Background: an optimization exercise with open tools, aiming at small area and a short achievable clock period. Do not read the settings as production practice. No functional check of the RTL was part of any run shown here. No activity file was given, so power comes from the tool's default toggle rates.

### flow/run.sh
#!/bin/bash
# synth_recipe.tcl (not shown) runs the flow's synth.tcl, then flattens the netlist and writes it again
# the make line also repeats each setting of config.mk as NAME=value (left out here)
make -C /OpenROAD-flow-scripts/flow DESIGN_CONFIG=/design/flow/config.mk WORK_HOME=/design/flow/orfs CLKGATE_MAP_FILE= SYNTH_SCRIPT=/design/flow/synth_recipe.tcl finish
### flow/config.mk
export PLATFORM = sky130hd
export DESIGN_NAME = coproc_top
export DESIGN_NICKNAME = coproc_top
export VERILOG_FILES = /design/flow/design.v
export SDC_FILE = /design/flow/constraint.sdc
export NUM_CORES = 4
export LEC_CHECK = 0
export ABC_CLOCK_PERIOD_IN_PS = 3500
export CAP_MARGIN = 20
export CORE_MARGIN = 2
export CORE_UTILIZATION = 55
export SETUP_SLACK_MARGIN = 3.0
export SLEW_MARGIN = 20
### flow/constraint.sdc
create_clock -name core_clock -period 6.8 [get_ports {CLOCK_50}]
set_input_delay 1.3600 -clock core_clock [delete_from_list [all_inputs] [get_ports {CLOCK_50}]]
set_output_delay 1.3600 -clock core_clock [all_outputs]
set_load 0.01 [all_outputs]
### flow/design.v
package coproc_pkg;
  parameter int operand_w   = 16;    
  parameter int word_w      = 32;    
  parameter int mult_stages = 3;     
  parameter int cold_pulse_ext  = 6;
  parameter int warm_pulse_ext  = 2;
  parameter int debug_pulse_ext = 32;
  parameter int uptime_w = 32;    
  parameter int led_w    = 10;    
  typedef enum logic {
    pulse_idle   = 1'b0,
    pulse_active = 1'b1    
  } pulse_state_t;
endpackage
import coproc_pkg::*;
module pulse_timer #(
  parameter int pulse_ext = cold_pulse_ext    
) (
  input  logic CLOCK_50,
  input  logic hps_fpga_reset_n,
  input  logic load,       
  output logic expired     
);
  localparam int cnt_w = (pulse_ext > 1) ? $clog2(pulse_ext) : 1;
  localparam logic [cnt_w-1:0] load_val = cnt_w'(pulse_ext - 1);
  logic [cnt_w-1:0] cnt_q;
  always_ff @(posedge CLOCK_50 or negedge hps_fpga_reset_n) begin
    if (!hps_fpga_reset_n) begin
      cnt_q <= '0;
    end else if (load) begin
      cnt_q <= load_val;                
    end else if (cnt_q != '0) begin
      cnt_q <= cnt_q - 1'b1;            
    end
  end
  assign expired = (cnt_q == '0) && !load;
endmodule
import coproc_pkg::*;
module reset_req_fsm #(
  parameter int pulse_ext = cold_pulse_ext    
) (
  input  logic CLOCK_50,
  input  logic hps_fpga_reset_n,
  input  logic req,       
  output logic pulse      
);
  logic         req_q;       
  logic         req_prev;    
  logic         rise;
  logic         load;        
  logic         expired;     
  coproc_pkg::pulse_state_t state_q;
  coproc_pkg::pulse_state_t state_d;
  always_ff @(posedge CLOCK_50 or negedge hps_fpga_reset_n) begin
    if (!hps_fpga_reset_n) begin
      req_q    <= 1'b0;
      req_prev <= 1'b0;
    end else begin
      req_q    <= req;        
      req_prev <= req_q;
    end
  end
  assign rise = req_q && !req_prev;    
  always_comb begin
    state_d = state_q;
    case (state_q)
      pulse_idle: begin
        if (rise) state_d = pulse_active;
      end
      pulse_active: begin
        if (expired) state_d = pulse_idle;
      end
      default: state_d = pulse_idle;
    endcase
  end
  always_ff @(posedge CLOCK_50 or negedge hps_fpga_reset_n) begin
    if (!hps_fpga_reset_n) begin
      state_q <= pulse_idle;
    end else begin
      state_q <= state_d;
    end
  end
  assign load  = (state_q == pulse_idle) && rise;
  assign pulse = (state_q == pulse_active);
  pulse_timer #(
    .pulse_ext (pulse_ext)
  ) timer_inst (
    .CLOCK_50         (CLOCK_50),
    .hps_fpga_reset_n (hps_fpga_reset_n),
    .load             (load),
    .expired          (expired)
  );
endmodule
import coproc_pkg::*;
module mult_pipe #(
  parameter int stages = mult_stages    
) (
  input  logic              CLOCK_50,
  input  logic              hps_fpga_reset_n,
  input  logic [word_w-1:0] in_readdata,
  input  logic              in_waitrequest,
  output logic              in_read,
  output logic [word_w-1:0] out_writedata,
  output logic              out_write,
  input  logic              out_waitrequest
);
  logic              stall;
  logic [2:0]        vld_q;           
  logic [15:0]       op_b;            
  logic [16:0]       b_ext;           
  logic [15:0]       a_q;
  logic [7:0]        one_q, two_q, neg_q;
  logic              one8_q;
  logic [7:0]        one_d, two_d, neg_d;
  logic [4:0]        lo_q;
  logic [26:0]       x_d, y_d, x_q, y_q;
  logic                  cin_q;           
  logic [word_w-1:0] p_q;
  assign stall   = out_waitrequest;
  assign in_read = !in_waitrequest && !stall;
  always_ff @(posedge CLOCK_50 or negedge hps_fpga_reset_n) begin
    if (!hps_fpga_reset_n) begin
      vld_q <= '0;
    end else if (!stall) begin
      vld_q <= {vld_q[1:0], in_read};
    end
  end
  assign op_b  = in_readdata[word_w-1:operand_w];
  assign b_ext = {op_b, 1'b0};
  always_comb begin
    for (int i = 0; i < 8; i++) begin
      one_d[i] = b_ext[2*i+1] ^ b_ext[2*i];
      two_d[i] = (b_ext[2*i+2] & !b_ext[2*i+1] & !b_ext[2*i]) |
                 (!b_ext[2*i+2] & b_ext[2*i+1] & b_ext[2*i]);
      neg_d[i] = b_ext[2*i+2];
    end
  end
  logic pp1;
  logic pp2;
  logic pp3;
  logic pp4;
  logic pp5;
  logic pp6;
  logic pp7;
  logic pp8;
  logic pp9;
  logic pp10;
  logic pp11;
  logic pp12;
  logic pp13;
  logic pp14;
  logic pp15;
  logic pp16;
  logic pp17;
  logic ns18;
  logic pp19;
  logic pp20;
  logic pp21;
  logic pp22;
  logic pp23;
  logic pp24;
  logic pp25;
  logic pp26;
  logic pp27;
  logic pp28;
  logic pp29;
  logic pp30;
  logic pp31;
  logic pp32;
  logic pp33;
  logic pp34;
  logic pp35;
  logic ns36;
  logic pp37;
  logic pp38;
  logic pp39;
  logic pp40;
  logic pp41;
  logic pp42;
  logic pp43;
  logic pp44;
  logic pp45;
  logic pp46;
  logic pp47;
  logic pp48;
  logic pp49;
  logic pp50;
  logic pp51;
  logic pp52;
  logic pp53;
  logic ns54;
  logic pp55;
  logic pp56;
  logic pp57;
  logic pp58;
  logic pp59;
  logic pp60;
  logic pp61;
  logic pp62;
  logic pp63;
  logic pp64;
  logic pp65;
  logic pp66;
  logic pp67;
  logic pp68;
  logic pp69;
  logic pp70;
  logic pp71;
  logic ns72;
  logic pp73;
  logic pp74;
  logic pp75;
  logic pp76;
  logic pp77;
  logic pp78;
  logic pp79;
  logic pp80;
  logic pp81;
  logic pp82;
  logic pp83;
  logic pp84;
  logic pp85;
  logic pp86;
  logic pp87;
  logic pp88;
  logic pp89;
  logic ns90;
  logic pp91;
  logic pp92;
  logic pp93;
  logic pp94;
  logic pp95;
  logic pp96;
  logic pp97;
  logic pp98;
  logic pp99;
  logic pp100;
  logic pp101;
  logic pp102;
  logic pp103;
  logic pp104;
  logic pp105;
  logic pp106;
  logic pp107;
  logic ns108;
  logic pp109;
  logic pp110;
  logic pp111;
  logic pp112;
  logic pp113;
  logic pp114;
  logic pp115;
  logic pp116;
  logic pp117;
  logic pp118;
  logic pp119;
  logic pp120;
  logic pp121;
  logic pp122;
  logic pp123;
  logic pp124;
  logic pp125;
  logic ns126;
  logic pp127;
  logic pp128;
  logic pp129;
  logic pp130;
  logic pp131;
  logic pp132;
  logic pp133;
  logic pp134;
  logic pp135;
  logic pp136;
  logic pp137;
  logic pp138;
  logic pp139;
  logic pp140;
  logic pp141;
  logic pp142;
  logic pp143;
  logic ns144;
  logic pp145;
  logic pp146;
  logic pp147;
  logic pp148;
  logic pp149;
  logic pp150;
  logic pp151;
  logic pp152;
  logic pp153;
  logic pp154;
  logic pp155;
  logic pp156;
  logic pp157;
  logic pp158;
  logic pp159;
  logic pp160;
  logic s161;
  logic c162;
  logic s163;
  logic c164;
  logic s165;
  logic c166;
  logic s167;
  logic c168;
  logic s169;
  logic c170;
  logic s171;
  logic c172;
  logic s173;
  logic c174;
  logic s175;
  logic c176;
  logic s177;
  logic c178;
  logic s179;
  logic c180;
  logic s181;
  logic c182;
  logic s183;
  logic c184;
  logic s185;
  logic c186;
  logic s187;
  logic c188;
  logic s189;
  logic c190;
  logic s191;
  logic c192;
  logic s193;
  logic c194;
  logic s195;
  logic c196;
  logic s197;
  logic c198;
  logic s199;
  logic c200;
  logic s201;
  logic c202;
  logic s203;
  logic c204;
  logic s205;
  logic c206;
  logic s207;
  logic c208;
  logic s209;
  logic c210;
  logic s211;
  logic c212;
  logic s213;
  logic c214;
  logic s215;
  logic c216;
  logic s217;
  logic c218;
  logic s219;
  logic c220;
  logic s221;
  logic c222;
  logic s223;
  logic c224;
  logic s225;
  logic c226;
  logic s227;
  logic c228;
  logic s229;
  logic c230;
  logic s231;
  logic c232;
  logic s233;
  logic c234;
  logic s235;
  logic c236;
  logic s237;
  logic c238;
  logic s239;
  logic c240;
  logic s241;
  logic c242;
  logic s243;
  logic c244;
  logic s245;
  logic c246;
  logic s247;
  logic c248;
  logic s249;
  logic c250;
  logic s251;
  logic c252;
  logic s253;
  logic c254;
  logic s255;
  logic c256;
  logic s257;
  logic c258;
  logic s259;
  logic c260;
  logic s261;
  logic c262;
  logic s263;
  logic c264;
  logic s265;
  logic c266;
  logic s267;
  logic c268;
  logic s269;
  logic c270;
  logic s271;
  logic c272;
  logic s273;
  logic c274;
  logic s275;
  logic c276;
  logic s277;
  logic c278;
  logic s279;
  logic c280;
  logic s281;
  logic c282;
  logic s283;
  logic c284;
  logic s285;
  logic c286;
  logic s287;
  logic c288;
  logic s289;
  logic c290;
  logic s291;
  logic c292;
  logic s293;
  logic c294;
  logic s295;
  logic c296;
  logic s297;
  logic c298;
  logic s299;
  logic c300;
  logic s301;
  logic c302;
  logic s303;
  logic c304;
  logic s305;
  logic c306;
  logic s307;
  logic c308;
  logic s309;
  logic c310;
  logic s311;
  logic c312;
  logic s313;
  logic c314;
  logic s315;
  logic c316;
  logic s317;
  logic c318;
  logic s319;
  logic c320;
  logic s321;
  logic c322;
  logic s323;
  logic c324;
  logic s325;
  logic c326;
  logic s327;
  logic c328;
  logic s329;
  logic c330;
  logic s331;
  logic c332;
  logic s333;
  logic c334;
  logic s335;
  logic c336;
  logic s337;
  logic c338;
  logic s339;
  logic c340;
  logic s341;
  logic c342;
  logic s343;
  logic c344;
  logic s345;
  logic c346;
  logic s347;
  logic c348;
  logic s349;
  logic c350;
  logic s351;
  logic c352;
  logic s353;
  logic c354;
  logic s355;
  logic c356;
  logic s357;
  logic c358;
  logic s359;
  logic c360;
  logic s361;
  logic c362;
  logic s363;
  logic c364;
  logic s365;
  logic c366;
  logic s367;
  logic c368;
  logic s369;
  logic c370;
  logic s371;
  logic c372;
  logic s373;
  logic c374;
  logic s375;
  logic c376;
  logic s377;
  logic c378;
  logic s379;
  logic c380;
  logic s381;
  logic c382;
  logic s383;
  logic c384;
  logic s385;
  logic c386;
  logic s387;
  logic c388;
  logic s389;
  logic c390;
  logic s391;
  logic c392;
  logic s393;
  logic c394;
  logic s395;
  logic c396;
  logic s397;
  logic c398;
  logic s399;
  logic c400;
  logic s401;
  logic c402;
  logic s403;
  logic c404;
  logic s405;
  logic c406;
  logic s407;
  logic c408;
  logic s409;
  logic c410;
  logic s411;
  logic c412;
  logic s413;
  logic c414;
  logic s415;
  logic c416;
  logic s417;
  logic c418;
  logic s419;
  logic c420;
  logic s421;
  logic c422;
  logic s423;
  logic c424;
  logic s425;
  logic c426;
  logic s427;
  logic c428;
  logic s429;
  logic c430;
  logic s431;
  logic c432;
  logic s433;
  logic c434;
  logic s435;
  logic c436;
  logic s437;
  logic c438;
  assign pp1 = ((one_q[0] & a_q[0])) ^ neg_q[0];
  assign pp2 = ((one_q[0] & a_q[1]) | (two_q[0] & a_q[0])) ^ neg_q[0];
  assign pp3 = ((one_q[0] & a_q[2]) | (two_q[0] & a_q[1])) ^ neg_q[0];
  assign pp4 = ((one_q[0] & a_q[3]) | (two_q[0] & a_q[2])) ^ neg_q[0];
  assign pp5 = ((one_q[0] & a_q[4]) | (two_q[0] & a_q[3])) ^ neg_q[0];
  assign pp6 = ((one_q[0] & a_q[5]) | (two_q[0] & a_q[4])) ^ neg_q[0];
  assign pp7 = ((one_q[0] & a_q[6]) | (two_q[0] & a_q[5])) ^ neg_q[0];
  assign pp8 = ((one_q[0] & a_q[7]) | (two_q[0] & a_q[6])) ^ neg_q[0];
  assign pp9 = ((one_q[0] & a_q[8]) | (two_q[0] & a_q[7])) ^ neg_q[0];
  assign pp10 = ((one_q[0] & a_q[9]) | (two_q[0] & a_q[8])) ^ neg_q[0];
  assign pp11 = ((one_q[0] & a_q[10]) | (two_q[0] & a_q[9])) ^ neg_q[0];
  assign pp12 = ((one_q[0] & a_q[11]) | (two_q[0] & a_q[10])) ^ neg_q[0];
  assign pp13 = ((one_q[0] & a_q[12]) | (two_q[0] & a_q[11])) ^ neg_q[0];
  assign pp14 = ((one_q[0] & a_q[13]) | (two_q[0] & a_q[12])) ^ neg_q[0];
  assign pp15 = ((one_q[0] & a_q[14]) | (two_q[0] & a_q[13])) ^ neg_q[0];
  assign pp16 = ((one_q[0] & a_q[15]) | (two_q[0] & a_q[14])) ^ neg_q[0];
  assign pp17 = ((two_q[0] & a_q[15])) ^ neg_q[0];
  assign ns18 = ~neg_q[0];
  assign pp19 = ((one_q[1] & a_q[0])) ^ neg_q[1];
  assign pp20 = ((one_q[1] & a_q[1]) | (two_q[1] & a_q[0])) ^ neg_q[1];
  assign pp21 = ((one_q[1] & a_q[2]) | (two_q[1] & a_q[1])) ^ neg_q[1];
  assign pp22 = ((one_q[1] & a_q[3]) | (two_q[1] & a_q[2])) ^ neg_q[1];
  assign pp23 = ((one_q[1] & a_q[4]) | (two_q[1] & a_q[3])) ^ neg_q[1];
  assign pp24 = ((one_q[1] & a_q[5]) | (two_q[1] & a_q[4])) ^ neg_q[1];
  assign pp25 = ((one_q[1] & a_q[6]) | (two_q[1] & a_q[5])) ^ neg_q[1];
  assign pp26 = ((one_q[1] & a_q[7]) | (two_q[1] & a_q[6])) ^ neg_q[1];
  assign pp27 = ((one_q[1] & a_q[8]) | (two_q[1] & a_q[7])) ^ neg_q[1];
  assign pp28 = ((one_q[1] & a_q[9]) | (two_q[1] & a_q[8])) ^ neg_q[1];
  assign pp29 = ((one_q[1] & a_q[10]) | (two_q[1] & a_q[9])) ^ neg_q[1];
  assign pp30 = ((one_q[1] & a_q[11]) | (two_q[1] & a_q[10])) ^ neg_q[1];
  assign pp31 = ((one_q[1] & a_q[12]) | (two_q[1] & a_q[11])) ^ neg_q[1];
  assign pp32 = ((one_q[1] & a_q[13]) | (two_q[1] & a_q[12])) ^ neg_q[1];
  assign pp33 = ((one_q[1] & a_q[14]) | (two_q[1] & a_q[13])) ^ neg_q[1];
  assign pp34 = ((one_q[1] & a_q[15]) | (two_q[1] & a_q[14])) ^ neg_q[1];
  assign pp35 = ((two_q[1] & a_q[15])) ^ neg_q[1];
  assign ns36 = ~neg_q[1];
  assign pp37 = ((one_q[2] & a_q[0])) ^ neg_q[2];
  assign pp38 = ((one_q[2] & a_q[1]) | (two_q[2] & a_q[0])) ^ neg_q[2];
  assign pp39 = ((one_q[2] & a_q[2]) | (two_q[2] & a_q[1])) ^ neg_q[2];
  assign pp40 = ((one_q[2] & a_q[3]) | (two_q[2] & a_q[2])) ^ neg_q[2];
  assign pp41 = ((one_q[2] & a_q[4]) | (two_q[2] & a_q[3])) ^ neg_q[2];
  assign pp42 = ((one_q[2] & a_q[5]) | (two_q[2] & a_q[4])) ^ neg_q[2];
  assign pp43 = ((one_q[2] & a_q[6]) | (two_q[2] & a_q[5])) ^ neg_q[2];
  assign pp44 = ((one_q[2] & a_q[7]) | (two_q[2] & a_q[6])) ^ neg_q[2];
  assign pp45 = ((one_q[2] & a_q[8]) | (two_q[2] & a_q[7])) ^ neg_q[2];
  assign pp46 = ((one_q[2] & a_q[9]) | (two_q[2] & a_q[8])) ^ neg_q[2];
  assign pp47 = ((one_q[2] & a_q[10]) | (two_q[2] & a_q[9])) ^ neg_q[2];
  assign pp48 = ((one_q[2] & a_q[11]) | (two_q[2] & a_q[10])) ^ neg_q[2];
  assign pp49 = ((one_q[2] & a_q[12]) | (two_q[2] & a_q[11])) ^ neg_q[2];
  assign pp50 = ((one_q[2] & a_q[13]) | (two_q[2] & a_q[12])) ^ neg_q[2];
  assign pp51 = ((one_q[2] & a_q[14]) | (two_q[2] & a_q[13])) ^ neg_q[2];
  assign pp52 = ((one_q[2] & a_q[15]) | (two_q[2] & a_q[14])) ^ neg_q[2];
  assign pp53 = ((two_q[2] & a_q[15])) ^ neg_q[2];
  assign ns54 = ~neg_q[2];
  assign pp55 = ((one_q[3] & a_q[0])) ^ neg_q[3];
  assign pp56 = ((one_q[3] & a_q[1]) | (two_q[3] & a_q[0])) ^ neg_q[3];
  assign pp57 = ((one_q[3] & a_q[2]) | (two_q[3] & a_q[1])) ^ neg_q[3];
  assign pp58 = ((one_q[3] & a_q[3]) | (two_q[3] & a_q[2])) ^ neg_q[3];
  assign pp59 = ((one_q[3] & a_q[4]) | (two_q[3] & a_q[3])) ^ neg_q[3];
  assign pp60 = ((one_q[3] & a_q[5]) | (two_q[3] & a_q[4])) ^ neg_q[3];
  assign pp61 = ((one_q[3] & a_q[6]) | (two_q[3] & a_q[5])) ^ neg_q[3];
  assign pp62 = ((one_q[3] & a_q[7]) | (two_q[3] & a_q[6])) ^ neg_q[3];
  assign pp63 = ((one_q[3] & a_q[8]) | (two_q[3] & a_q[7])) ^ neg_q[3];
  assign pp64 = ((one_q[3] & a_q[9]) | (two_q[3] & a_q[8])) ^ neg_q[3];
  assign pp65 = ((one_q[3] & a_q[10]) | (two_q[3] & a_q[9])) ^ neg_q[3];
  assign pp66 = ((one_q[3] & a_q[11]) | (two_q[3] & a_q[10])) ^ neg_q[3];
  assign pp67 = ((one_q[3] & a_q[12]) | (two_q[3] & a_q[11])) ^ neg_q[3];
  assign pp68 = ((one_q[3] & a_q[13]) | (two_q[3] & a_q[12])) ^ neg_q[3];
  assign pp69 = ((one_q[3] & a_q[14]) | (two_q[3] & a_q[13])) ^ neg_q[3];
  assign pp70 = ((one_q[3] & a_q[15]) | (two_q[3] & a_q[14])) ^ neg_q[3];
  assign pp71 = ((two_q[3] & a_q[15])) ^ neg_q[3];
  assign ns72 = ~neg_q[3];
  assign pp73 = ((one_q[4] & a_q[0])) ^ neg_q[4];
  assign pp74 = ((one_q[4] & a_q[1]) | (two_q[4] & a_q[0])) ^ neg_q[4];
  assign pp75 = ((one_q[4] & a_q[2]) | (two_q[4] & a_q[1])) ^ neg_q[4];
  assign pp76 = ((one_q[4] & a_q[3]) | (two_q[4] & a_q[2])) ^ neg_q[4];
  assign pp77 = ((one_q[4] & a_q[4]) | (two_q[4] & a_q[3])) ^ neg_q[4];
  assign pp78 = ((one_q[4] & a_q[5]) | (two_q[4] & a_q[4])) ^ neg_q[4];
  assign pp79 = ((one_q[4] & a_q[6]) | (two_q[4] & a_q[5])) ^ neg_q[4];
  assign pp80 = ((one_q[4] & a_q[7]) | (two_q[4] & a_q[6])) ^ neg_q[4];
  assign pp81 = ((one_q[4] & a_q[8]) | (two_q[4] & a_q[7])) ^ neg_q[4];
  assign pp82 = ((one_q[4] & a_q[9]) | (two_q[4] & a_q[8])) ^ neg_q[4];
  assign pp83 = ((one_q[4] & a_q[10]) | (two_q[4] & a_q[9])) ^ neg_q[4];
  assign pp84 = ((one_q[4] & a_q[11]) | (two_q[4] & a_q[10])) ^ neg_q[4];
  assign pp85 = ((one_q[4] & a_q[12]) | (two_q[4] & a_q[11])) ^ neg_q[4];
  assign pp86 = ((one_q[4] & a_q[13]) | (two_q[4] & a_q[12])) ^ neg_q[4];
  assign pp87 = ((one_q[4] & a_q[14]) | (two_q[4] & a_q[13])) ^ neg_q[4];
  assign pp88 = ((one_q[4] & a_q[15]) | (two_q[4] & a_q[14])) ^ neg_q[4];
  assign pp89 = ((two_q[4] & a_q[15])) ^ neg_q[4];
  assign ns90 = ~neg_q[4];
  assign pp91 = ((one_q[5] & a_q[0])) ^ neg_q[5];
  assign pp92 = ((one_q[5] & a_q[1]) | (two_q[5] & a_q[0])) ^ neg_q[5];
  assign pp93 = ((one_q[5] & a_q[2]) | (two_q[5] & a_q[1])) ^ neg_q[5];
  assign pp94 = ((one_q[5] & a_q[3]) | (two_q[5] & a_q[2])) ^ neg_q[5];
  assign pp95 = ((one_q[5] & a_q[4]) | (two_q[5] & a_q[3])) ^ neg_q[5];
  assign pp96 = ((one_q[5] & a_q[5]) | (two_q[5] & a_q[4])) ^ neg_q[5];
  assign pp97 = ((one_q[5] & a_q[6]) | (two_q[5] & a_q[5])) ^ neg_q[5];
  assign pp98 = ((one_q[5] & a_q[7]) | (two_q[5] & a_q[6])) ^ neg_q[5];
  assign pp99 = ((one_q[5] & a_q[8]) | (two_q[5] & a_q[7])) ^ neg_q[5];
  assign pp100 = ((one_q[5] & a_q[9]) | (two_q[5] & a_q[8])) ^ neg_q[5];
  assign pp101 = ((one_q[5] & a_q[10]) | (two_q[5] & a_q[9])) ^ neg_q[5];
  assign pp102 = ((one_q[5] & a_q[11]) | (two_q[5] & a_q[10])) ^ neg_q[5];
  assign pp103 = ((one_q[5] & a_q[12]) | (two_q[5] & a_q[11])) ^ neg_q[5];
  assign pp104 = ((one_q[5] & a_q[13]) | (two_q[5] & a_q[12])) ^ neg_q[5];
  assign pp105 = ((one_q[5] & a_q[14]) | (two_q[5] & a_q[13])) ^ neg_q[5];
  assign pp106 = ((one_q[5] & a_q[15]) | (two_q[5] & a_q[14])) ^ neg_q[5];
  assign pp107 = ((two_q[5] & a_q[15])) ^ neg_q[5];
  assign ns108 = ~neg_q[5];
  assign pp109 = ((one_q[6] & a_q[0])) ^ neg_q[6];
  assign pp110 = ((one_q[6] & a_q[1]) | (two_q[6] & a_q[0])) ^ neg_q[6];
  assign pp111 = ((one_q[6] & a_q[2]) | (two_q[6] & a_q[1])) ^ neg_q[6];
  assign pp112 = ((one_q[6] & a_q[3]) | (two_q[6] & a_q[2])) ^ neg_q[6];
  assign pp113 = ((one_q[6] & a_q[4]) | (two_q[6] & a_q[3])) ^ neg_q[6];
  assign pp114 = ((one_q[6] & a_q[5]) | (two_q[6] & a_q[4])) ^ neg_q[6];
  assign pp115 = ((one_q[6] & a_q[6]) | (two_q[6] & a_q[5])) ^ neg_q[6];
  assign pp116 = ((one_q[6] & a_q[7]) | (two_q[6] & a_q[6])) ^ neg_q[6];
  assign pp117 = ((one_q[6] & a_q[8]) | (two_q[6] & a_q[7])) ^ neg_q[6];
  assign pp118 = ((one_q[6] & a_q[9]) | (two_q[6] & a_q[8])) ^ neg_q[6];
  assign pp119 = ((one_q[6] & a_q[10]) | (two_q[6] & a_q[9])) ^ neg_q[6];
  assign pp120 = ((one_q[6] & a_q[11]) | (two_q[6] & a_q[10])) ^ neg_q[6];
  assign pp121 = ((one_q[6] & a_q[12]) | (two_q[6] & a_q[11])) ^ neg_q[6];
  assign pp122 = ((one_q[6] & a_q[13]) | (two_q[6] & a_q[12])) ^ neg_q[6];
  assign pp123 = ((one_q[6] & a_q[14]) | (two_q[6] & a_q[13])) ^ neg_q[6];
  assign pp124 = ((one_q[6] & a_q[15]) | (two_q[6] & a_q[14])) ^ neg_q[6];
  assign pp125 = ((two_q[6] & a_q[15])) ^ neg_q[6];
  assign ns126 = ~neg_q[6];
  assign pp127 = ((one_q[7] & a_q[0])) ^ neg_q[7];
  assign pp128 = ((one_q[7] & a_q[1]) | (two_q[7] & a_q[0])) ^ neg_q[7];
  assign pp129 = ((one_q[7] & a_q[2]) | (two_q[7] & a_q[1])) ^ neg_q[7];
  assign pp130 = ((one_q[7] & a_q[3]) | (two_q[7] & a_q[2])) ^ neg_q[7];
  assign pp131 = ((one_q[7] & a_q[4]) | (two_q[7] & a_q[3])) ^ neg_q[7];
  assign pp132 = ((one_q[7] & a_q[5]) | (two_q[7] & a_q[4])) ^ neg_q[7];
  assign pp133 = ((one_q[7] & a_q[6]) | (two_q[7] & a_q[5])) ^ neg_q[7];
  assign pp134 = ((one_q[7] & a_q[7]) | (two_q[7] & a_q[6])) ^ neg_q[7];
  assign pp135 = ((one_q[7] & a_q[8]) | (two_q[7] & a_q[7])) ^ neg_q[7];
  assign pp136 = ((one_q[7] & a_q[9]) | (two_q[7] & a_q[8])) ^ neg_q[7];
  assign pp137 = ((one_q[7] & a_q[10]) | (two_q[7] & a_q[9])) ^ neg_q[7];
  assign pp138 = ((one_q[7] & a_q[11]) | (two_q[7] & a_q[10])) ^ neg_q[7];
  assign pp139 = ((one_q[7] & a_q[12]) | (two_q[7] & a_q[11])) ^ neg_q[7];
  assign pp140 = ((one_q[7] & a_q[13]) | (two_q[7] & a_q[12])) ^ neg_q[7];
  assign pp141 = ((one_q[7] & a_q[14]) | (two_q[7] & a_q[13])) ^ neg_q[7];
  assign pp142 = ((one_q[7] & a_q[15]) | (two_q[7] & a_q[14])) ^ neg_q[7];
  assign pp143 = ((two_q[7] & a_q[15])) ^ neg_q[7];
  assign ns144 = ~neg_q[7];
  assign pp145 = one8_q & a_q[0];
  assign pp146 = one8_q & a_q[1];
  assign pp147 = one8_q & a_q[2];
  assign pp148 = one8_q & a_q[3];
  assign pp149 = one8_q & a_q[4];
  assign pp150 = one8_q & a_q[5];
  assign pp151 = one8_q & a_q[6];
  assign pp152 = one8_q & a_q[7];
  assign pp153 = one8_q & a_q[8];
  assign pp154 = one8_q & a_q[9];
  assign pp155 = one8_q & a_q[10];
  assign pp156 = one8_q & a_q[11];
  assign pp157 = one8_q & a_q[12];
  assign pp158 = one8_q & a_q[13];
  assign pp159 = one8_q & a_q[14];
  assign pp160 = one8_q & a_q[15];
  assign s161 = 1'b1 ^ ns18;
  assign c162 = 1'b1 & ns18;
  assign s163 = 1'b1 ^ pp147;
  assign c164 = 1'b1 & pp147;
  assign s165 = neg_q[5] ^ pp11;
  assign c166 = neg_q[5] & pp11;
  assign s167 = pp12 ^ pp28;
  assign c168 = pp12 & pp28;
  assign s169 = neg_q[6] ^ pp13 ^ pp29;
  assign c170 = (neg_q[6] & pp13) | (pp29 & (neg_q[6] ^ pp13));
  assign s171 = pp45 ^ pp61;
  assign c172 = pp45 & pp61;
  assign s173 = pp14 ^ pp30 ^ pp46;
  assign c174 = (pp14 & pp30) | (pp46 & (pp14 ^ pp30));
  assign s175 = pp62 ^ pp78;
  assign c176 = pp62 & pp78;
  assign s177 = neg_q[7] ^ pp15 ^ pp31;
  assign c178 = (neg_q[7] & pp15) | (pp31 & (neg_q[7] ^ pp15));
  assign s179 = pp47 ^ pp63 ^ pp79;
  assign c180 = (pp47 & pp63) | (pp79 & (pp47 ^ pp63));
  assign s181 = pp95 ^ pp111;
  assign c182 = pp95 & pp111;
  assign s183 = pp16 ^ pp32 ^ pp48;
  assign c184 = (pp16 & pp32) | (pp48 & (pp16 ^ pp32));
  assign s185 = pp64 ^ pp80 ^ pp96;
  assign c186 = (pp64 & pp80) | (pp96 & (pp64 ^ pp80));
  assign s187 = pp112 ^ pp128;
  assign c188 = pp112 & pp128;
  assign s189 = pp145 ^ pp17 ^ pp33;
  assign c190 = (pp145 & pp17) | (pp33 & (pp145 ^ pp17));
  assign s191 = pp49 ^ pp65 ^ pp81;
  assign c192 = (pp49 & pp65) | (pp81 & (pp49 ^ pp65));
  assign s193 = pp97 ^ pp113 ^ pp129;
  assign c194 = (pp97 & pp113) | (pp129 & (pp97 ^ pp113));
  assign s195 = pp146 ^ pp34 ^ pp50;
  assign c196 = (pp146 & pp34) | (pp50 & (pp146 ^ pp34));
  assign s197 = pp66 ^ pp82 ^ pp98;
  assign c198 = (pp66 & pp82) | (pp98 & (pp66 ^ pp82));
  assign s199 = pp114 ^ pp130 ^ s161;
  assign c200 = (pp114 & pp130) | (s161 & (pp114 ^ pp130));
  assign s201 = c162 ^ pp35 ^ pp51;
  assign c202 = (c162 & pp35) | (pp51 & (c162 ^ pp35));
  assign s203 = pp67 ^ pp83 ^ pp99;
  assign c204 = (pp67 & pp83) | (pp99 & (pp67 ^ pp83));
  assign s205 = pp115 ^ pp131 ^ s163;
  assign c206 = (pp115 & pp131) | (s163 & (pp115 ^ pp131));
  assign s207 = ns36 ^ pp148 ^ c164;
  assign c208 = (ns36 & pp148) | (c164 & (ns36 ^ pp148));
  assign s209 = pp52 ^ pp68 ^ pp84;
  assign c210 = (pp52 & pp68) | (pp84 & (pp52 ^ pp68));
  assign s211 = pp100 ^ pp116 ^ pp132;
  assign c212 = (pp100 & pp116) | (pp132 & (pp100 ^ pp116));
  assign s213 = 1'b1 ^ pp149 ^ pp53;
  assign c214 = (1'b1 & pp149) | (pp53 & (1'b1 ^ pp149));
  assign s215 = pp69 ^ pp85 ^ pp101;
  assign c216 = (pp69 & pp85) | (pp101 & (pp69 ^ pp85));
  assign s217 = pp117 ^ pp133;
  assign c218 = pp117 & pp133;
  assign s219 = ns54 ^ pp150 ^ pp70;
  assign c220 = (ns54 & pp150) | (pp70 & (ns54 ^ pp150));
  assign s221 = pp86 ^ pp102 ^ pp118;
  assign c222 = (pp86 & pp102) | (pp118 & (pp86 ^ pp102));
  assign s223 = 1'b1 ^ pp151 ^ pp71;
  assign c224 = (1'b1 & pp151) | (pp71 & (1'b1 ^ pp151));
  assign s225 = pp87 ^ pp103;
  assign c226 = pp87 & pp103;
  assign s227 = ns72 ^ pp152 ^ pp88;
  assign c228 = (ns72 & pp152) | (pp88 & (ns72 ^ pp152));
  assign s229 = 1'b1 ^ pp153;
  assign c230 = 1'b1 & pp153;
  assign s231 = neg_q[3] ^ pp7;
  assign c232 = neg_q[3] & pp7;
  assign s233 = pp8 ^ pp24;
  assign c234 = pp8 & pp24;
  assign s235 = neg_q[4] ^ pp9 ^ pp25;
  assign c236 = (neg_q[4] & pp9) | (pp25 & (neg_q[4] ^ pp9));
  assign s237 = pp41 ^ pp57;
  assign c238 = pp41 & pp57;
  assign s239 = pp10 ^ pp26 ^ pp42;
  assign c240 = (pp10 & pp26) | (pp42 & (pp10 ^ pp26));
  assign s241 = pp58 ^ pp74;
  assign c242 = pp58 & pp74;
  assign s243 = pp27 ^ pp43 ^ pp59;
  assign c244 = (pp27 & pp43) | (pp59 & (pp27 ^ pp43));
  assign s245 = pp75 ^ pp91 ^ s165;
  assign c246 = (pp75 & pp91) | (s165 & (pp75 ^ pp91));
  assign s247 = pp44 ^ pp60 ^ pp76;
  assign c248 = (pp44 & pp60) | (pp76 & (pp44 ^ pp60));
  assign s249 = pp92 ^ c166 ^ s167;
  assign c250 = (pp92 & c166) | (s167 & (pp92 ^ c166));
  assign s251 = pp77 ^ pp93 ^ pp109;
  assign c252 = (pp77 & pp93) | (pp109 & (pp77 ^ pp93));
  assign s253 = c168 ^ s171 ^ s169;
  assign c254 = (c168 & s171) | (s169 & (c168 ^ s171));
  assign s255 = pp94 ^ pp110 ^ c172;
  assign c256 = (pp94 & pp110) | (c172 & (pp94 ^ pp110));
  assign s257 = s175 ^ c170 ^ s173;
  assign c258 = (s175 & c170) | (s173 & (s175 ^ c170));
  assign s259 = pp127 ^ c176 ^ s181;
  assign c260 = (pp127 & c176) | (s181 & (pp127 ^ c176));
  assign s261 = c174 ^ s177 ^ s179;
  assign c262 = (c174 & s177) | (s179 & (c174 ^ s177));
  assign s263 = c182 ^ s187 ^ c178;
  assign c264 = (c182 & s187) | (c178 & (c182 ^ s187));
  assign s265 = c180 ^ s183 ^ s185;
  assign c266 = (c180 & s183) | (s185 & (c180 ^ s183));
  assign s267 = c188 ^ c184 ^ c186;
  assign c268 = (c188 & c184) | (c186 & (c188 ^ c184));
  assign s269 = s189 ^ s191 ^ s193;
  assign c270 = (s189 & s191) | (s193 & (s189 ^ s191));
  assign s271 = c190 ^ c192 ^ c194;
  assign c272 = (c190 & c192) | (c194 & (c190 ^ c192));
  assign s273 = s195 ^ s197 ^ s199;
  assign c274 = (s195 & s197) | (s199 & (s195 ^ s197));
  assign s275 = c196 ^ c198 ^ c200;
  assign c276 = (c196 & c198) | (c200 & (c196 ^ c198));
  assign s277 = s201 ^ s203 ^ s205;
  assign c278 = (s201 & s203) | (s205 & (s201 ^ s203));
  assign s279 = c202 ^ c204 ^ s207;
  assign c280 = (c202 & c204) | (s207 & (c202 ^ c204));
  assign s281 = s209 ^ s211 ^ c206;
  assign c282 = (s209 & s211) | (c206 & (s209 ^ s211));
  assign s283 = s217 ^ c208 ^ c210;
  assign c284 = (s217 & c208) | (c210 & (s217 ^ c208));
  assign s285 = c212 ^ s213 ^ s215;
  assign c286 = (c212 & s213) | (s215 & (c212 ^ s213));
  assign s287 = pp134 ^ c218 ^ c214;
  assign c288 = (pp134 & c218) | (c214 & (pp134 ^ c218));
  assign s289 = c216 ^ s219 ^ s221;
  assign c290 = (c216 & s219) | (s221 & (c216 ^ s219));
  assign s291 = pp119 ^ pp135 ^ s225;
  assign c292 = (pp119 & pp135) | (s225 & (pp119 ^ pp135));
  assign s293 = c220 ^ c222 ^ s223;
  assign c294 = (c220 & c222) | (s223 & (c220 ^ c222));
  assign s295 = pp104 ^ pp120 ^ pp136;
  assign c296 = (pp104 & pp120) | (pp136 & (pp104 ^ pp120));
  assign s297 = c226 ^ c224 ^ s227;
  assign c298 = (c226 & c224) | (s227 & (c226 ^ c224));
  assign s299 = pp89 ^ pp105 ^ pp121;
  assign c300 = (pp89 & pp105) | (pp121 & (pp89 ^ pp105));
  assign s301 = pp137 ^ s229 ^ c228;
  assign c302 = (pp137 & s229) | (c228 & (pp137 ^ s229));
  assign s303 = ns90 ^ pp154 ^ c230;
  assign c304 = (ns90 & pp154) | (c230 & (ns90 ^ pp154));
  assign s305 = pp106 ^ pp122 ^ pp138;
  assign c306 = (pp106 & pp122) | (pp138 & (pp106 ^ pp122));
  assign s307 = 1'b1 ^ pp155 ^ pp107;
  assign c308 = (1'b1 & pp155) | (pp107 & (1'b1 ^ pp155));
  assign s309 = pp123 ^ pp139;
  assign c310 = pp123 & pp139;
  assign s311 = ns108 ^ pp156 ^ pp124;
  assign c312 = (ns108 & pp156) | (pp124 & (ns108 ^ pp156));
  assign s313 = 1'b1 ^ pp157;
  assign c314 = 1'b1 & pp157;
  assign s315 = neg_q[2] ^ pp5;
  assign c316 = neg_q[2] & pp5;
  assign s317 = pp6 ^ pp22;
  assign c318 = pp6 & pp22;
  assign s319 = pp23 ^ pp39 ^ pp55;
  assign c320 = (pp23 & pp39) | (pp55 & (pp23 ^ pp39));
  assign s321 = pp40 ^ pp56 ^ c232;
  assign c322 = (pp40 & pp56) | (c232 & (pp40 ^ pp56));
  assign s323 = pp73 ^ c234 ^ s237;
  assign c324 = (pp73 & c234) | (s237 & (pp73 ^ c234));
  assign s325 = c238 ^ s241 ^ c236;
  assign c326 = (c238 & s241) | (c236 & (c238 ^ s241));
  assign s327 = c242 ^ c240 ^ s243;
  assign c328 = (c242 & c240) | (s243 & (c242 ^ c240));
  assign s329 = c244 ^ s247 ^ c246;
  assign c330 = (c244 & s247) | (c246 & (c244 ^ s247));
  assign s331 = c248 ^ s251 ^ c250;
  assign c332 = (c248 & s251) | (c250 & (c248 ^ s251));
  assign s333 = c252 ^ s255 ^ c254;
  assign c334 = (c252 & s255) | (c254 & (c252 ^ s255));
  assign s335 = c256 ^ s259 ^ c258;
  assign c336 = (c256 & s259) | (c258 & (c256 ^ s259));
  assign s337 = c260 ^ c262 ^ s263;
  assign c338 = (c260 & c262) | (s263 & (c260 ^ c262));
  assign s339 = c264 ^ c266 ^ s267;
  assign c340 = (c264 & c266) | (s267 & (c264 ^ c266));
  assign s341 = c268 ^ c270 ^ s271;
  assign c342 = (c268 & c270) | (s271 & (c268 ^ c270));
  assign s343 = c272 ^ c274 ^ s275;
  assign c344 = (c272 & c274) | (s275 & (c272 ^ c274));
  assign s345 = c276 ^ s279 ^ c278;
  assign c346 = (c276 & s279) | (c278 & (c276 ^ s279));
  assign s347 = c280 ^ s283 ^ c282;
  assign c348 = (c280 & s283) | (c282 & (c280 ^ s283));
  assign s349 = c284 ^ c286 ^ s287;
  assign c350 = (c284 & c286) | (s287 & (c284 ^ c286));
  assign s351 = s291 ^ c288 ^ c290;
  assign c352 = (s291 & c288) | (c290 & (s291 ^ c288));
  assign s353 = s295 ^ c292 ^ c294;
  assign c354 = (s295 & c292) | (c294 & (s295 ^ c292));
  assign s355 = c296 ^ s299 ^ c298;
  assign c356 = (c296 & s299) | (c298 & (c296 ^ s299));
  assign s357 = c300 ^ s303 ^ s305;
  assign c358 = (c300 & s303) | (s305 & (c300 ^ s303));
  assign s359 = s309 ^ c304 ^ c306;
  assign c360 = (s309 & c304) | (c306 & (s309 ^ c304));
  assign s361 = pp140 ^ c310 ^ c308;
  assign c362 = (pp140 & c310) | (c308 & (pp140 ^ c310));
  assign s363 = pp125 ^ pp141 ^ s313;
  assign c364 = (pp125 & pp141) | (s313 & (pp125 ^ pp141));
  assign s365 = ns126 ^ pp158 ^ c314;
  assign c366 = (ns126 & pp158) | (c314 & (ns126 ^ pp158));
  assign s367 = 1'b1 ^ pp159;
  assign c368 = 1'b1 & pp159;
  assign s369 = neg_q[1] ^ pp3;
  assign c370 = neg_q[1] & pp3;
  assign s371 = pp4 ^ pp20;
  assign c372 = pp4 & pp20;
  assign s373 = pp21 ^ pp37 ^ s315;
  assign c374 = (pp21 & pp37) | (s315 & (pp21 ^ pp37));
  assign s375 = pp38 ^ c316 ^ s317;
  assign c376 = (pp38 & c316) | (s317 & (pp38 ^ c316));
  assign s377 = c318 ^ s231 ^ s319;
  assign c378 = (c318 & s231) | (s319 & (c318 ^ s231));
  assign s379 = s233 ^ c320 ^ s321;
  assign c380 = (s233 & c320) | (s321 & (s233 ^ c320));
  assign s381 = s235 ^ c322 ^ s323;
  assign c382 = (s235 & c322) | (s323 & (s235 ^ c322));
  assign s383 = s239 ^ c324 ^ s325;
  assign c384 = (s239 & c324) | (s325 & (s239 ^ c324));
  assign s385 = s245 ^ c326 ^ s327;
  assign c386 = (s245 & c326) | (s327 & (s245 ^ c326));
  assign s387 = s249 ^ c328 ^ s329;
  assign c388 = (s249 & c328) | (s329 & (s249 ^ c328));
  assign s389 = s253 ^ c330 ^ s331;
  assign c390 = (s253 & c330) | (s331 & (s253 ^ c330));
  assign s391 = s257 ^ c332 ^ s333;
  assign c392 = (s257 & c332) | (s333 & (s257 ^ c332));
  assign s393 = s261 ^ c334 ^ s335;
  assign c394 = (s261 & c334) | (s335 & (s261 ^ c334));
  assign s395 = s265 ^ c336 ^ s337;
  assign c396 = (s265 & c336) | (s337 & (s265 ^ c336));
  assign s397 = s269 ^ c338 ^ s339;
  assign c398 = (s269 & c338) | (s339 & (s269 ^ c338));
  assign s399 = s273 ^ c340 ^ s341;
  assign c400 = (s273 & c340) | (s341 & (s273 ^ c340));
  assign s401 = s277 ^ c342 ^ s343;
  assign c402 = (s277 & c342) | (s343 & (s277 ^ c342));
  assign s403 = s281 ^ c344 ^ s345;
  assign c404 = (s281 & c344) | (s345 & (s281 ^ c344));
  assign s405 = s285 ^ c346 ^ s347;
  assign c406 = (s285 & c346) | (s347 & (s285 ^ c346));
  assign s407 = s289 ^ c348 ^ s349;
  assign c408 = (s289 & c348) | (s349 & (s289 ^ c348));
  assign s409 = s293 ^ c350 ^ s351;
  assign c410 = (s293 & c350) | (s351 & (s293 ^ c350));
  assign s411 = s297 ^ c352 ^ s353;
  assign c412 = (s297 & c352) | (s353 & (s297 ^ c352));
  assign s413 = s301 ^ c354 ^ s355;
  assign c414 = (s301 & c354) | (s355 & (s301 ^ c354));
  assign s415 = c302 ^ s357 ^ c356;
  assign c416 = (c302 & s357) | (c356 & (c302 ^ s357));
  assign s417 = s307 ^ c358 ^ s359;
  assign c418 = (s307 & c358) | (s359 & (s307 ^ c358));
  assign s419 = s311 ^ c360 ^ s361;
  assign c420 = (s311 & c360) | (s361 & (s311 ^ c360));
  assign s421 = c312 ^ s363 ^ c362;
  assign c422 = (c312 & s363) | (c362 & (c312 ^ s363));
  assign s423 = pp142 ^ s365 ^ c364;
  assign c424 = (pp142 & s365) | (c364 & (pp142 ^ s365));
  assign s425 = pp143 ^ s367 ^ c366;
  assign c426 = (pp143 & s367) | (c366 & (pp143 ^ s367));
  assign s427 = ns144 ^ pp160 ^ c368;
  assign c428 = (ns144 & pp160) | (c368 & (ns144 ^ pp160));
  assign s429 = neg_q[0] ^ pp1;
  assign c430 = neg_q[0] & pp1;
  assign s431 = pp2 ^ c430;
  assign c432 = pp2 & c430;
  assign s433 = pp19 ^ s369 ^ c432;
  assign c434 = (pp19 & s369) | (c432 & (pp19 ^ s369));
  assign s435 = c370 ^ s371 ^ c434;
  assign c436 = (c370 & s371) | (c434 & (c370 ^ s371));
  assign s437 = c372 ^ s373 ^ c436;
  assign c438 = (c372 & s373) | (c436 & (c372 ^ s373));
  assign x_d = {s427, s425, s423, c420, c418, s417, s415, c412, c410, c408, c406, c404, c402, c400, c398, c396, c394, c392, c390, c388, c386, c384, c382, c380, c378, c376, c374};
  assign y_d = {c426, c424, c422, s421, s419, c416, c414, s413, s411, s409, s407, s405, s403, s401, s399, s397, s395, s393, s391, s389, s387, s385, s383, s381, s379, s377, s375};
  always_ff @(posedge CLOCK_50) begin
    if (!stall) begin
      a_q    <= in_readdata[operand_w-1:0];
      one_q  <= one_d;
      two_q  <= two_d;
      neg_q  <= neg_d;
      one8_q <= op_b[15];
      lo_q   <= {s437, s435, s433, s431, s429};
      x_q    <= x_d;
      y_q    <= y_d;
      cin_q  <= c438;
      p_q    <= {x_q + y_q + 27'(cin_q), lo_q};
    end
  end
  assign out_write     = vld_q[2];
  assign out_writedata = p_q;
endmodule
import coproc_pkg::*;
module coproc_top (
  input  logic                CLOCK_50,
  input  logic                hps_fpga_reset_n,
  input  logic [word_w-1:0]   in_readdata,
  input  logic                in_waitrequest,
  output logic                in_read,
  output logic [word_w-1:0]   out_writedata,
  output logic                out_write,
  input  logic                out_waitrequest,
  input  logic [2:0]          reset_req,
  output logic                cold_reset,
  output logic                warm_reset,
  output logic                debug_reset,
  output logic [uptime_w-1:0] status_count,
  output logic [led_w-1:0]    ledr
);
  logic [uptime_w-1:0] uptime_q;    
  mult_pipe #(
    .stages (mult_stages)
  ) mult_inst (
    .CLOCK_50         (CLOCK_50),
    .hps_fpga_reset_n (hps_fpga_reset_n),
    .in_readdata      (in_readdata),
    .in_waitrequest   (in_waitrequest),
    .in_read          (in_read),
    .out_writedata    (out_writedata),
    .out_write        (out_write),
    .out_waitrequest  (out_waitrequest)
  );
  reset_req_fsm #(
    .pulse_ext (cold_pulse_ext)
  ) cold_req_inst (
    .CLOCK_50         (CLOCK_50),
    .hps_fpga_reset_n (hps_fpga_reset_n),
    .req              (reset_req[0]),
    .pulse            (cold_reset)
  );
  reset_req_fsm #(
    .pulse_ext (warm_pulse_ext)
  ) warm_req_inst (
    .CLOCK_50         (CLOCK_50),
    .hps_fpga_reset_n (hps_fpga_reset_n),
    .req              (reset_req[1]),
    .pulse            (warm_reset)
  );
  reset_req_fsm #(
    .pulse_ext (debug_pulse_ext)
  ) debug_req_inst (
    .CLOCK_50         (CLOCK_50),
    .hps_fpga_reset_n (hps_fpga_reset_n),
    .req              (reset_req[2]),
    .pulse            (debug_reset)
  );
  always_ff @(posedge CLOCK_50 or negedge hps_fpga_reset_n) begin
    if (!hps_fpga_reset_n) begin
      uptime_q <= '0;
    end else begin
      uptime_q <= uptime_q + 1'b1;    
    end
  end
  assign status_count = uptime_q;                        
  assign ledr         = uptime_q[uptime_w-1 -: led_w];   
endmodule
==> results of run 1 <==
-- routing by layer --
layer	share of wire [%]	wire, um
met1	43	12200
met2	46	12900
met3	8.6	2420
met4	2.1	591
met5	0	0
-- metrics by stage --
stage,power (mW),util [%]
6_report,6.40,64.1
3_3_place_gp,5.28,61.3
4_1_cts,6.45,64.1
3_5_place_dp,5.40,61.3
2_1_floorplan,4.39,-
5_1_grt,7.00,64.1
-- cell usage after synthesis (3+ instances only) --
library cell / number
nand3b_1: 8
buf_1: 6
a31oi_1: 4
nand4_1: 8
nor3b_1: 3
nand2b_1: 9
nor3_1: 7
dfrtp_1: 53
xor2_1: 58
buf_4: 10
and3_1: 11
a311oi_1: 3
a211oi_1: 5
a21oi_1: 23
fa_1: 113
and4_1: 3
o211ai_1: 3
nor2_1: 21
nand2_1: 71
a22oi_1: 120
inv_1: 127
edfxtp_1: 132
o21bai_1: 4
buf_2: 4
nand3_1: 17
and2_1: 7
ha_1: 52
xnor2_1: 139
clkbuf_1: 77
a21o_1: 12
o21ai_0: 20
mux2_2: 4
a31o_2: 3
-- timing repair --
action,4_1_cts,5_1_grt
setup buffers,3,0
resized for setup,5,0
endpoints found under the setup margin,3,0
hold endpoints to repair,0,0
-- area by class of cell --
cell class	instances	area, um^2
fillers	1912	8480
multi-input cells	755	7090
flip-flops and latches	185	5290
repair buffers	126	1230
inverters	130	498
clock buffers	17	425
well taps	319	399
clock inverters	15	198
-- worst max-delay path, stage by stage (launching register included) --
cell and delay, ps:
edfxtp_1 920, a22oi_1 230, xnor2_1 210, fa_1 570, inv_1 60, fa_1 380
inv_1 80, fa_1 400, inv_1 90, fa_1 430
-- registers in the layout, summed over array words and instances, names as in the netlist, 5 cells and up --
signal,cells
mult_inst.one_q,8
mult_inst.a_q,16
mult_inst.x_q,27
uptime_q,32
mult_inst.lo_q,5
mult_inst.y_q,27
debug_req_inst.timer_inst.cnt_q,5
mult_inst.two_q,8
mult_inst.p_q,32
mult_inst.neg_q,8
-- worst min-delay path by stage --
| stage | from | to | slack [ps] | cells after the start |
|---|---|---|---|---|
| global placement | warm_req_inst.req_q | warm_req_inst.req_prev | 360 | 0 |
| floorplan | cold_req_inst.req_q | cold_req_inst.req_prev | 350 | 0 |
| detailed placement | cold_req_inst.req_q | cold_req_inst.req_prev | 360 | 0 |
| CTS | warm_req_inst.req_q | warm_req_inst.req_prev | 390 | 0 |
| global route | cold_req_inst.req_q | cold_req_inst.req_prev | 390 | 0 |
| finish | cold_req_inst.req_q | cold_req_inst.req_prev | 380 | 0 |
-- logic make-up after synthesis --
family / synth area share [%]
xor gates and xnor gates: 13.0
muxes: 0.415
AOI/OAI and AO/OA: 11.3
and+or+nand+nor: 6.73
buffers and inverters: 6.74
DFF: 39.9
adders and majority gates: 21.9
-- power breakdown --
part           switching [mW]  leakage [nW]  internal (mW)
sequential              0.212          1.97           1.83
clock                   0.520         0.302          0.507
combinational            1.82          3.86           1.51
==> notes.md, run 1 <==
I/O Buffers: 117
critical path arrival: 3820 ps
post-synthesis cell area: 0.0133 mm^2
Area growth syn-to-layout: 14.0%
post-synth cell types: 55
clock sinks: 185
Top Usage Layer GRT: met2
ys async rst share: 28.6%
Max Fclk: 274 MHz
worst setup path startpoint: mult_inst.a_q[9]
Avg Cell Area, Syn: 11.4 um^2
leading post-synthesis cells by cell area: edfxtp_1, fa_1, dfrtp_1
clock skew: 19.0 ps
post-DP HPWL: 19500 um
total track usage: 23.0%
hold_ws: 380 ps
final period demand of the worst path: 3640 ps
Crit Reg-Reg Endpoint: mult_inst.y_q[15]
# rows: 56
# nets final: 1419
die height: 159 um
Placer Congestion: 0.851
vias per cell: 5.62
MaxCap Viol Count: 0
Clock Pin Slew Worst Setup and Hold Paths: 80 ps
Final Max Tran Viols: 0
total leakage power: 6.13 nW
die area: 0.0254 mm^2
total CTS buffers: 17
Synth Net Count: 1371
top_reg_cell synth: edfxtp_1
reg2reg start: mult_inst.a_q[9]
Final Cell Area: 0.0151 mm^2
Worst R2R Setup Slack: 3160 ps
Hold Vio Cnt, Final: 0
flops & latches, synth: 185
number of flops mapped to enable cells by yosys: 132
global route overflow: 0
final worst slack: 3160 ps
final WL: 28200 um
cell count after synthesis: 1167
WL per Instance: 18.2 um
Synth top area share: 29.9%
Horiz. Die Dim: 159 um
Root Driver: clkbuf_16
Post-Layout Cell Count: 1547
most common cell after layout, fill and taps aside: xnor2_1
Clk Latency, worst-skew pair: 450 ps
Hold Crit Class: flop to flop
DRT iter0 DRCs: 742
dpl cells: 1512
status: complete, no violations
DRT antenna net count: 0
post-route clock period utilization: 53.6%
cts hold-fix bufs: 0
actual slew at the worst max-slew pin: 1050 ps
share of cells above drive strength 1: 4.97%
Seq/Total Area, Yosys: 39.9%
IO Count: 118
H-tree Lvls: 4
vias in the first global route: 8920
Setup crit start kind: flop
drt pass-1 iters: 8
Placed Instance Area: 0.0145 mm^2
Critical Path Fanout Max: 17
Core ar.: 0.0236 mm^2
ANT cells: 0
Starting Density: 56.2%
CTS tree: built
DP Worst Slack: 2780 ps
GRT met2 Usage: 35.9%
CTS max path bufs: 2
Vias: 8701
RSZ-0062 raised after global routing: false
YS warnings: 8
largest net degree at the start of global routing: 54
met3 Use GR: 5.26%
most frequent cells in the layout: xnor2_1, edfxtp_1, inv_1, a22oi_1, clkdlybuf4s50_1
met1 Usage GRT: 32.2%
Final TNS setup: 0 ps
Critical Path End: mult_inst.y_q[15]
R2R cell count: 9
relative slew slack: 29.8%
cell taking the most area after synthesis: edfxtp_1
antenna violations before repair: 0
maximum vdd ir drop: 217 uV
Worst Setup Path Type: flop to flop
PwrDens: 423 mW/mm^2
number of remaining DRC errors: 0
worst path required time: 6970 ps
first-pass GRT wire length: 46500 um
CP endpoint kind: flop
final setup fails: 0
==> run 2, diff against run 1 <==
--- a/flow/config.mk
+++ b/flow/config.mk
@@ -9,5 +9,5 @@
 export CAP_MARGIN = 20
 export CORE_MARGIN = 2
 export CORE_UTILIZATION = 55
-export SETUP_SLACK_MARGIN = 3.0
+export SETUP_SLACK_MARGIN = 3.4
 export SLEW_MARGIN = 20
==> run 2 against run 1 <==
  * Area after synthesis unchanged
  * First-iteration DRC count decreased by 0.67%
  * Global-route usage increased by 1.1 points
  * Highest routed layer unchanged
  * Final cell count increased by 6.6%
  * Clock skew decreased by 6.8 ps
  * Register-to-register slack improved by 370 ps
  * Critical endpoint is now in_read
  * Via count increased by 6.9%
  * Cell area increased by 7.2%
  * Worst hold slack improved by 6.0 ps
  * Critical path depth decreased by 6
  * Combinational power increased by 7.2%
==> notes.md, run 2 <==
largest net degree at the start of global routing: 68
R2R cell count: 8
Placed Instance Area: 0.0145 mm^2
PwrDens: 404 mW/mm^2
clock sinks: 185
cell taking the most area after synthesis: edfxtp_1
# rows: 56
Synth top area share: 29.9%
Clock Pin Slew Worst Setup and Hold Paths: 70 ps
cell count after synthesis: 1167
CTS max path bufs: 2
vias in the first global route: 9465
Critical Path Fanout Max: 5
die height: 159 um
dpl cells: 1512
most common cell after layout, fill and taps aside: xnor2_1
Avg Cell Area, Syn: 11.4 um^2
leading post-synthesis cells by cell area: edfxtp_1, fa_1, dfrtp_1
CP endpoint kind: output port
DRT antenna net count: 0
DR WL met3: 2470 um
drt pass-1 iters: 7
WL met2: 13800 um
maximum vdd ir drop: 176 uV
total leakage power: 6.74 nW
hold_sp: warm_req_inst.req_q
cts hold-fix bufs: 0
highest metal used: met4
IO Count: 118
Vias: 9298
MaxCap Viol Count: 0
flops & latches, synth: 185
post-layout util: 68.7%
Final Max Tran Viols: 0
Setup crit start kind: primary input
clock skew: 12.3 ps
worst hold path stage count: 0
global route overflow: 0
Clk Latency, worst-skew pair: 440 ps
total track usage: 24.1%
Seq/Total Area, Yosys: 39.9%
first-pass GRT wire length: 48700 um
Hold EP: warm_req_inst.req_prev
number of remaining DRC errors: 0
Net Switching: 2.60 mW
# nets final: 1521
Hold Crit Class: flop to flop
final WL: 29900 um
die area: 0.0254 mm^2
Root Driver: clkbuf_16
Starting Density: 56.2%
Final TNS setup: 0 ps
ys async rst share: 28.6%
Placer Congestion: 0.865
post-synthesis cell area: 0.0133 mm^2
reg2reg start: mult_inst.neg_q[7]
top flop regs: mult_inst.p_q: 32 flops, uptime_q: 32 flops
RSZ-0062 raised after global routing: false
register share of total power: 29.8%
Max Fclk: 304 MHz
relative slew slack: 44.4%
WL per Instance: 18.1 um
Worst R2R Setup Slack: 3530 ps
Synth Net Count: 1371
final worst slack: 3510 ps
Crit Reg-Reg Endpoint: mult_inst.y_q[14]
Total Power: 6.54 mW
routed length on met1: 13100 um
I/O Buffers: 117
Core ar.: 0.0236 mm^2
vias per cell: 5.64
actual slew at the worst max-slew pin: 835 ps
final setup fails: 0
final period demand of the worst path: 3290 ps
DP Worst Slack: 2800 ps
Horiz. Die Dim: 159 um
combinational power share: 54.5%
Net Sw Frac: 39.7%
Clk network pwr share: 15.7%
post-synth cell types: 55
top_reg_cell synth: edfxtp_1
Int Pwr: 3.95 mW
worst path required time: 5440 ps
H-tree Lvls: 4
post-route clock period utilization: 48.5%
critical path arrival: 1930 ps
Post-Layout Cell Count: 1649
Final Cell Area: 0.0162 mm^2
Area growth syn-to-layout: 22.2%
YS warnings: 8
number of flops mapped to enable cells by yosys: 132
Worst Setup Path Type: primary input to output port
status: complete, no violations
hold_ws: 386 ps
most frequent cell after synthesis: xnor2_1
CTS tree: built
total CTS buffers: 17
most frequent cells after synthesis: xnor2_1, edfxtp_1, inv_1, a22oi_1, fa_1
share of cells above drive strength 1: 12.4%
most frequent cells in the layout: xnor2_1, edfxtp_1, inv_1, a22oi_1
DRT iter0 DRCs: 737
antenna violations before repair: 0
post-DP HPWL: 19400 um
Hold Vio Cnt, Final: 0
ANT cells: 0
## run 2: final cells by class
cell class              instances  area [um^2]
fillers                      1810         7400
multi-input cells             755         7090
flip-flops and latches        185         5290
repair buffers                228         2310
inverters                     130          505
clock buffers                  17          425
well taps                     319          399
clock inverters                15          194
## run 2: worst max-delay path: stages
cell           delay (ps)
dlygate4sd2_1         310
nor2_2                120
buf_2                 140
## run 2: metal layers
metal / global-route usage [%] / up-vias
met3: 5.76 / 54
li1: - / 4262
met5: 0 / -
met1: 33.1 / 4569
met2: 38.1 / 413
met4: 7.89 / 0
## run 2: worst max path at each step
| stage | end | slack [ps] | startpoint |
|---|---|---|---|
| after global placement | in_read | 2840 | out_waitrequest |
| after detailed placement | in_read | 2800 | out_waitrequest |
| after floorplan | mult_inst.a_q[0] | 3150 | out_waitrequest |
| after global routing | mult_inst.y_q[14] | 3440 | mult_inst.neg_q[7] |
| final | in_read | 3510 | out_waitrequest |
| after CTS | mult_inst.y_q[14] | 3410 | mult_inst.one_q[4] |
## run 2: what timing repair did
| item | 4_1_cts | 5_1_grt |
|---|---|---|
| pin swaps | 0 | 1 |
| cloned | 0 | 0 |
| gates resized for setup | 11 | 1 |
| buffers inserted | 71 | 34 |
| endpoints found under the setup margin | 26 | 18 |
## run 2: cells by family (layout without fill, tap and decap cells)
| family | Yosys count | count (layout) | synth area share [%] |
|---|---|---|---|
| compound gates | 211 | 211 | 11.3 |
| xor+xnor | 197 | 197 | 13.0 |
| fa+ha+maj | 165 | 165 | 21.9 |
| buf+inv | 227 | 390 | 6.74 |
| flops | 185 | 185 | 39.9 |
| mux | 5 | 5 | 0.415 |
| simple gates | 177 | 177 | 6.73 |
## run 2: power groups by stage
stage / Combinational, mW / Sequential [mW] / Clock, mW
after floorplan: 2.40 / 1.99 / 0
after global placement: 3.22 / 2.06 / 0
after detailed placement: 3.33 / 2.07 / 0
after CTS: 3.50 / 1.98 / 1.05
after global routing: 4.05 / 1.98 / 1.10
final: 3.57 / 1.95 / 1.03

-- separate check: timing with driven ports --
Ports are ideal in the flow. The routed layouts listed here were re-timed in OpenROAD. Step 1: set_driving_cell puts a clkbuf_16 on CLOCK_50 and a buf_2 on each other input, an assumption about the parent block. Step 2 also shifts input and output timing later by t, the mid clock arrival at the registers, as if the neighbouring blocks saw the same clock. a / b / c = ideal / step 1 / step 2; a / b = the first two.
run | shift t [ns] | setup slack, ns | worst slew at a driven data input, ns
run 1 | 0.484 | 3.155 / 3.155 / 3.155 | 0.03
run 2 | 0.485 | 3.505 / 3.482 / 3.482 | 0.04
After both steps every run listed still meets setup and hold. The setup slack of run 2, which loses most, moves by -0.023 ns with the drivers and by -0.023 ns with both steps.
